This is an optimization exercise on Yosys and OpenROAD, whose aim is small area, a short achievable clock period and few clock cycles per item, not a production implementation.
In this exercise RTL edits were held to simulation tests only and were not proved equivalent to the original.
Power is estimated from default activity; no workload was simulated.

**run.sh**
```bash
#!/bin/bash
# synth_recipe.tcl (not shown) runs the flow's synth.tcl, then flattens the netlist and writes it again
# the make line also repeats each setting of config.mk as NAME=value (left out here)
make -C /OpenROAD-flow-scripts/flow DESIGN_CONFIG=/design/flow/config.mk WORK_HOME=/design/flow/orfs CLKGATE_MAP_FILE= SYNTH_SCRIPT=/design/flow/synth_recipe.tcl finish
```
**config.mk**
```make
export PLATFORM = sky130hd
export DESIGN_NAME = wdd_top
export DESIGN_NICKNAME = wdd_top
export VERILOG_FILES = /design/flow/design.v
export SDC_FILE = /design/flow/constraint.sdc
export NUM_CORES = 4
export LEC_CHECK = 0
export CAP_MARGIN = 20
export CORE_MARGIN = 2
export CORE_UTILIZATION = 40
export SETUP_SLACK_MARGIN = 2.0
export SLEW_MARGIN = 20
```
**constraint.sdc**
```tcl
create_clock -name core_clock -period 4.0 [get_ports {clk_i}]
set_input_delay 0.8000 -clock core_clock [delete_from_list [all_inputs] [get_ports {clk_i}]]
set_output_delay 0.8000 -clock core_clock [all_outputs]
set_load 0.01 [all_outputs]
```
**design.v**
```verilog
package wdd_pkg;
  localparam int ValueW           = 32;
  localparam int WindowKW         = 5;
  localparam int DefaultMaxWindow = 16;
  typedef struct packed {
    logic signed [ValueW-1:0] value;
    logic                     last_item;
  } wdd_in_t;
  typedef struct packed {
    logic match_now;
    logic found_so_far;
    logic array_done;
  } wdd_out_t;
  typedef struct packed {
    logic shift;    
    logic clear;    
  } wdd_cell_ctrl_t;
endpackage
module wdd_cell
#(
  parameter int CellIdx = 0
) (
  input  logic                     clk_i,
  input  logic                     rst_ni,
  input  wdd_pkg::wdd_cell_ctrl_t           ctrl_i,
  input  logic [wdd_pkg::WindowKW-1:0]      window_k_i,
  input  logic signed [wdd_pkg::ValueW-1:0] probe_i,
  input  logic signed [wdd_pkg::ValueW-1:0] prev_value_i,
  input  logic                     prev_valid_i,
  output logic signed [wdd_pkg::ValueW-1:0] value_o,
  output logic                     valid_o,
  output logic                     hit_o
);
  logic signed [wdd_pkg::ValueW-1:0] value_q;
  logic                     valid_q;
  logic                     in_window;
  assign in_window = (32'(CellIdx) < 32'(window_k_i));
  assign hit_o     = valid_q && in_window && (value_q == probe_i);
  assign value_o   = value_q;
  assign valid_o   = valid_q;
  always_ff @(posedge clk_i or negedge rst_ni) begin
    if (!rst_ni) begin
      valid_q <= 1'b0;
    end else if (ctrl_i.shift) begin
      valid_q <= ctrl_i.clear ? 1'b0 : prev_valid_i;
    end
  end
  always_ff @(posedge clk_i) begin
    if (ctrl_i.shift && !ctrl_i.clear) begin
      value_q <= prev_value_i;
    end
  end
endmodule
module windowed_duplicate_detector
#(
  parameter int MAX_WINDOW = wdd_pkg::DefaultMaxWindow
) (
  input  logic                clk_i,
  input  logic                rst_ni,
  input  logic                in_valid_i,
  output logic                in_stall_o,
  input  wdd_pkg::wdd_in_t             in_data_i,
  output logic                out_valid_o,
  input  logic                out_stall_i,
  output wdd_pkg::wdd_out_t            out_data_o,
  input  logic                cfg_we_i,
  input  logic [wdd_pkg::WindowKW-1:0] cfg_wdata_i
);
  logic [wdd_pkg::WindowKW-1:0]      window_k_q;
  logic [wdd_pkg::WindowKW-1:0]      window_k_d;
  logic                     seen_q;
  logic                     seen_d;
  logic                     out_valid_q;
  wdd_pkg::wdd_out_t                 out_q;
  wdd_pkg::wdd_out_t                 out_d;
  logic                     in_xfer;
  logic                     hit_any;
  wdd_pkg::wdd_cell_ctrl_t           cell_ctrl;
  logic signed [wdd_pkg::ValueW-1:0] chain_value [MAX_WINDOW];
  logic [MAX_WINDOW-1:0]    chain_valid;
  logic [MAX_WINDOW-1:0]    hit_vec;
  logic [MAX_WINDOW-1:0]    valid_inc;
  assign in_stall_o = out_valid_q && out_stall_i;
  assign in_xfer    = in_valid_i && !in_stall_o;
  assign cell_ctrl.shift = in_xfer;
  assign cell_ctrl.clear = in_data_i.last_item;
  for (genvar gi = 0; gi < MAX_WINDOW; gi++) begin : g_cell
    logic signed [wdd_pkg::ValueW-1:0] prev_value;
    logic                     prev_valid;
    if (gi == 0) begin : g_head
      assign prev_value = in_data_i.value;
      assign prev_valid = 1'b1;
    end else begin : g_body
      assign prev_value = chain_value[gi-1];
      assign prev_valid = chain_valid[gi-1];
    end
    wdd_cell #(
      .CellIdx(gi)
    ) u_cell (
      .clk_i       (clk_i),
      .rst_ni      (rst_ni),
      .ctrl_i      (cell_ctrl),
      .window_k_i  (window_k_q),
      .probe_i     (in_data_i.value),
      .prev_value_i(prev_value),
      .prev_valid_i(prev_valid),
      .value_o     (chain_value[gi]),
      .valid_o     (chain_valid[gi]),
      .hit_o       (hit_vec[gi])
    );
  end
  assign hit_any = |hit_vec;
  always_comb begin
    out_d.match_now    = hit_any;
    out_d.found_so_far = seen_q || hit_any;
    out_d.array_done   = in_data_i.last_item;
    seen_d             = in_data_i.last_item ? 1'b0 : (seen_q || hit_any);
  end
  always_comb begin
    if (32'(cfg_wdata_i) > MAX_WINDOW) begin
      window_k_d = wdd_pkg::WindowKW'(MAX_WINDOW);
    end else begin
      window_k_d = cfg_wdata_i;
    end
  end
  always_ff @(posedge clk_i or negedge rst_ni) begin
    if (!rst_ni) begin
      window_k_q <= '0;
    end else if (cfg_we_i) begin
      window_k_q <= window_k_d;
    end
  end
  always_ff @(posedge clk_i or negedge rst_ni) begin
    if (!rst_ni) begin
      seen_q <= 1'b0;
    end else if (in_xfer) begin
      seen_q <= seen_d;
    end
  end
  always_ff @(posedge clk_i or negedge rst_ni) begin
    if (!rst_ni) begin
      out_valid_q <= 1'b0;
    end else if (in_xfer) begin
      out_valid_q <= 1'b1;
    end else if (!out_stall_i) begin
      out_valid_q <= 1'b0;
    end
  end
  always_ff @(posedge clk_i) begin
    if (in_xfer) begin
      out_q <= out_d;
    end
  end
  assign out_valid_o = out_valid_q;
  assign out_data_o  = out_q;
  assign valid_inc = chain_valid + MAX_WINDOW'(1);
endmodule
module wdd_top (
  input  logic        clk_i,
  input  logic        rst_ni,
  input  logic        in_valid_i,
  output logic        in_stall_o,
  input  logic [31:0] in_value_i,
  input  logic        in_last_i,
  output logic        out_valid_o,
  input  logic        out_stall_i,
  output logic        out_match_now_o,
  output logic        out_found_so_far_o,
  output logic        out_array_done_o,
  input  logic        cfg_we_i,
  input  logic [4:0]  cfg_wdata_i
);
  wdd_pkg::wdd_in_t  in_data;
  wdd_pkg::wdd_out_t out_data;
  assign in_data.value     = in_value_i;
  assign in_data.last_item = in_last_i;
  windowed_duplicate_detector u_wdd (
    .clk_i(clk_i), .rst_ni(rst_ni),
    .in_valid_i(in_valid_i), .in_stall_o(in_stall_o), .in_data_i(in_data),
    .out_valid_o(out_valid_o), .out_stall_i(out_stall_i), .out_data_o(out_data),
    .cfg_we_i(cfg_we_i), .cfg_wdata_i(cfg_wdata_i)
  );
  assign out_match_now_o    = out_data.match_now;
  assign out_found_so_far_o = out_data.found_so_far;
  assign out_array_done_o   = out_data.array_done;
endmodule
```
==> qor.txt <==
Crit. End Element = register
First-pass GRT wire length = 95360 um
Nets = 1738
Max-Cap Viols = 0
Vias in the first global route = 13346
Worst Skew = 0.01558 ns
Hold Crit Depth = 0
Share of cells above drive strength 1 = 0.2431
Worst skew pair latency = 0.60 ns
Final Hold Vio Count = 0
WL final = 68880 um
Hpwl dp = 46200 um
Fin cells = 2496
H-tree levels = 2
Place WS = 0.3645 ns
Register area share after synthesis = 0.6966
Placed Instance Area = 24740 um2
I/O pins = 48
Final setup violation count = 0
Number of synthesized register bits = 538
Cts bufs inserted = 56
Final instance area = 29060 um2
Synth Cell Area = 23030 um2
Antenna violations before repair = 1
Mux cell area share after synthesis = 0.0004891
Fmax = 423.2 MHz
Clock transition at the registers of the reported paths = 0.06 ns
Relative slew slack = 0.5510
Max FO, Critical Path = 6
Remaining global-route overflow = 0
CTS Hold Bufs = 0
Final Max Slew Viols = 0
Clk root buf = clkbuf_16
CTS tree = built
Largest net degree at the start of global routing = 95
EDFF count, synth = 515
Routed length per instance = 27.60 um
Worst vdd ir = 0.0003466 V
Hold_ws = 0.4645 ns
Gr usage total = 0.2325
Fill cells = 4720
DRC = 0
Avg Synthesized Cell Area = 15.71 um2
Minimum clock period = 2.363 ns
Min-delay worst type = reg2reg
Combinational family with the most area after synthesis = XOR/XNOR gates
R2R cell count = 6
Placed Cells = 2274
1st-pass router iterations = 5
WS Path Type = reg2reg
Final setup margin = 1.637 ns
Worst Path Arrival = 2.71 ns
Synthesized Nets = 1509
Critical path startpoint category = register
Core Footprint = 56600 um2
PD cells = 442.4 nW/um2
Async set-reset flop share out of synthesis = 0.04275
RSZ-0062 raised after global routing = true
Chip Width = 243.9 um
Dominant synthesized flop cell = edfxtp_1
Post-Synth XOR/XNOR Area = 0.1948
Synth Area in Compound Gates = 0.01217
Worst Path Required = 4.34 ns
Cell Rows = 87
Die Ht = 243.9 um
Setup_tns = 0 ns
CTS Buffer Depth = 3
Iteration-0 DRC count of the detailed router = 1291
Static leakage = 9.649 nW
Synth Area in Simple Gates = 0.07151
Die area = 59500 um2
Synth Instances = 1466
Initial Utilization = 0.4068
PortBufs = 47
Area growth from synthesis to layout = 26.21%
Worst R2R Setup Slack = 1.64 ns
RD Place Congestion = 0.9399
Synth warn = 18
Clock Sink Count = 538
Final period util = 0.5907
Worst slew pin tran = 0.6687 ns
Adder-Cell Fraction of Synth Area = 0
Diode count = 0
Routed via count = 13072
Post-route ant nets = 0
Outcome = no timing/DRC/antenna violations
Vias/cell = 5.237
Synth unique cells = 41
-- power by group --
group | internal [W] | switching [W] | leakage, nW
logic | 0.000611 | 0.000764 | 3.74
clock network | 0.00278 | 0.00216 | 0.841
registers | 0.00639 | 0.000144 | 5.07
-- area by class of cell --
type | count | area (um2) | share of cell area
Timing Repair Buffer | 244 | 2967 | 0.1021
Clock inverter | 36 | 242.7 | 0.008353
Sequential cell | 538 | 16050 | 0.5523
Tap cell | 756 | 945.9 | 0.03255
Inverter | 7 | 26.28 | 0.0009042
Multi-Input combinational cell | 848 | 7366 | 0.2535
Clock buffer | 67 | 1464 | 0.05037
-- critical path: stages (launching register included) --
cell,delay [ns]
dfrtp_2,0.48
buf_4,0.18
a41oi_2,0.39
nor3_1,0.12
nand4_1,0.22
o2111ai_2,0.17
or4_1,0.55
-- stage by stage --
| stage | utilization | total power (W) |
|---|---|---|
| global route | 0.5134 | 0.01320 |
| detailed placement | 0.4370 | 0.007677 |
| CTS | 0.5103 | 0.01291 |
| finish | 0.5134 | 0.01286 |
| floorplan | - | 0.007314 |
| global placement | 0.4370 | 0.007664 |
-- Yosys cell counts, types with 2 or more instances --
| cell type | count | area (um2) |
|---|---|---|
| a41oi_1 | 2 | 17.52 |
| nor2_1 | 27 | 101.4 |
| a2111oi_2 | 2 | 30.03 |
| buf_6 | 6 | 67.56 |
| nor2b_1 | 2 | 12.51 |
| nor4_1 | 45 | 281.5 |
| nor4b_1 | 4 | 35.03 |
| nand3_1 | 16 | 80.08 |
| edfxtp_1 | 515 | 15460 |
| dfrtp_1 | 23 | 575.6 |
| buf_4 | 52 | 390.4 |
| a31oi_1 | 2 | 12.51 |
| nor3_1 | 21 | 105.1 |
| o211ai_1 | 2 | 15.01 |
| xor2_1 | 142 | 1244 |
| nand4_1 | 104 | 650.6 |
| and3_1 | 5 | 31.28 |
| xnor2_1 | 370 | 3241 |
| o2111ai_1 | 2 | 17.52 |
| or3_1 | 3 | 18.77 |
| inv_1 | 7 | 26.28 |
| nand2_1 | 40 | 150.1 |
| a21oi_1 | 3 | 15.01 |
| o21ai_0 | 21 | 105.1 |
| nand2b_1 | 18 | 112.6 |
| a211oi_1 | 2 | 15.01 |
| buf_2 | 9 | 45.04 |
| clkbuf_1 | 4 | 15.01 |
| nand4b_1 | 5 | 43.79 |
-- cell families (layout without fill, tap and decap cells) --
group | count (synthesis) | in the layout
xor gates and xnor gates | 512 | 512
muxes | 1 | 1
AOI/OAI and AO/OA | 42 | 42
buffers and inverters | 80 | 354
and+or+nand+nor | 293 | 293
DFF | 538 | 538
-- state kept, by name (all words and copies together), names as in the netlist --
register,count
u_wdd.g_cell.u_cell.value_q,512
u_wdd.g_cell.u_cell.valid_q,16
u_wdd.window_k_q,5
u_wdd.out_q,3
u_wdd.out_valid_q,1
u_wdd.seen_q,1
-- routing by layer --
metal	up-vias	track usage	share of wire
met5	-	0	0
met4	0	0.1207	0.057
met3	143	0.03701	0.055
met2	453	0.3688	0.46
met1	6656	0.3094	0.42
li1	5820	-	-
-- final timing paths --
kind | end | startpoint
worst min register to register | u_wdd.g_cell[4].u_cell.value_q[28] | u_wdd.g_cell[3].u_cell.value_q[28]
worst max-delay path | u_wdd.out_q[2] | u_wdd.window_k_q[2]
worst min-delay path | u_wdd.g_cell[4].u_cell.value_q[28] | u_wdd.g_cell[3].u_cell.value_q[28]
max in group asynchronous | u_wdd.window_k_q[4] | rst_ni
min in group asynchronous | u_wdd.out_valid_q | rst_ni
worst max register to register | u_wdd.out_q[2] | u_wdd.window_k_q[2]
-- layout by cell type, fill, tap and decap left out, types with 3 or more instances in the layout --
cell type / instances
clkdlybuf4s15_1: 3
nor4_2: 7
nand4_1: 104
edfxtp_1: 515
clkdlybuf4s15_2: 4
dfrtp_1: 18
xor2_1: 111
nor2_4: 3
nor4_4: 6
xnor2_2: 27
buf_6: 13
xnor2_4: 5
nor2_1: 23
clkinv_1: 18
nand4b_1: 5
nor3_2: 4
xnor2_1: 338
inv_1: 6
xor2_2: 28
buf_16: 3
nor4b_1: 3
clkbuf_1: 10
xor2_4: 3
bufbuf_16: 25
clkdlybuf4s50_1: 8
nand3_1: 13
o21ai_0: 21
nor4_1: 32
nand2_1: 36
nor3_1: 16
nand2b_1: 17
dfrtp_2: 4
clkbuf_16: 57
buf_2: 23
buf_4: 128
and3_1: 4
bufinv_16: 3
clkinv_2: 12
buf_12: 33
-- what timing repair did --
action / in CTS / in global routing
pin swaps: 50 / 8
gates cloned: 26 / 0
setup endpoints to repair: 486 / 67
buffers inserted: 89 / 4
hold endpoints to repair: 0 / 0
resized for setup: 336 / 26
Testbench counts, summed over its fixed seeds: cycles 16,658, items 16,384.

[separate check: timing with driven ports]
The results above use ideal ports. As a check the final layout listed here was re-extracted and re-timed, cells and wires unchanged. Step 1 (the two cells are an assumption about what drives the block):
set clk [get_ports {clk_i}]
set_driving_cell -lib_cell sky130_fd_sc_hd__clkbuf_16 $clk
set_driving_cell -lib_cell sky130_fd_sc_hd__buf_2 [delete_from_list [all_inputs] $clk]
Step 2, shift: input delay + t, output delay - t, t = (earliest + latest rising clock arrival at the registers) / 2. This alone moves slack from input paths to output paths. Slacks: ideal / step 1 / step 2; pairs: ideal / step 1.
shift t [ns]: 0.653
slack for setup (ns): 1.637 / 1.637 / 1.040
worst setup path at the end: input to register
After both steps this run still meets setup and hold. The setup slack of this run moves by 0.000 ns with the drivers and by -0.597 ns with both steps.
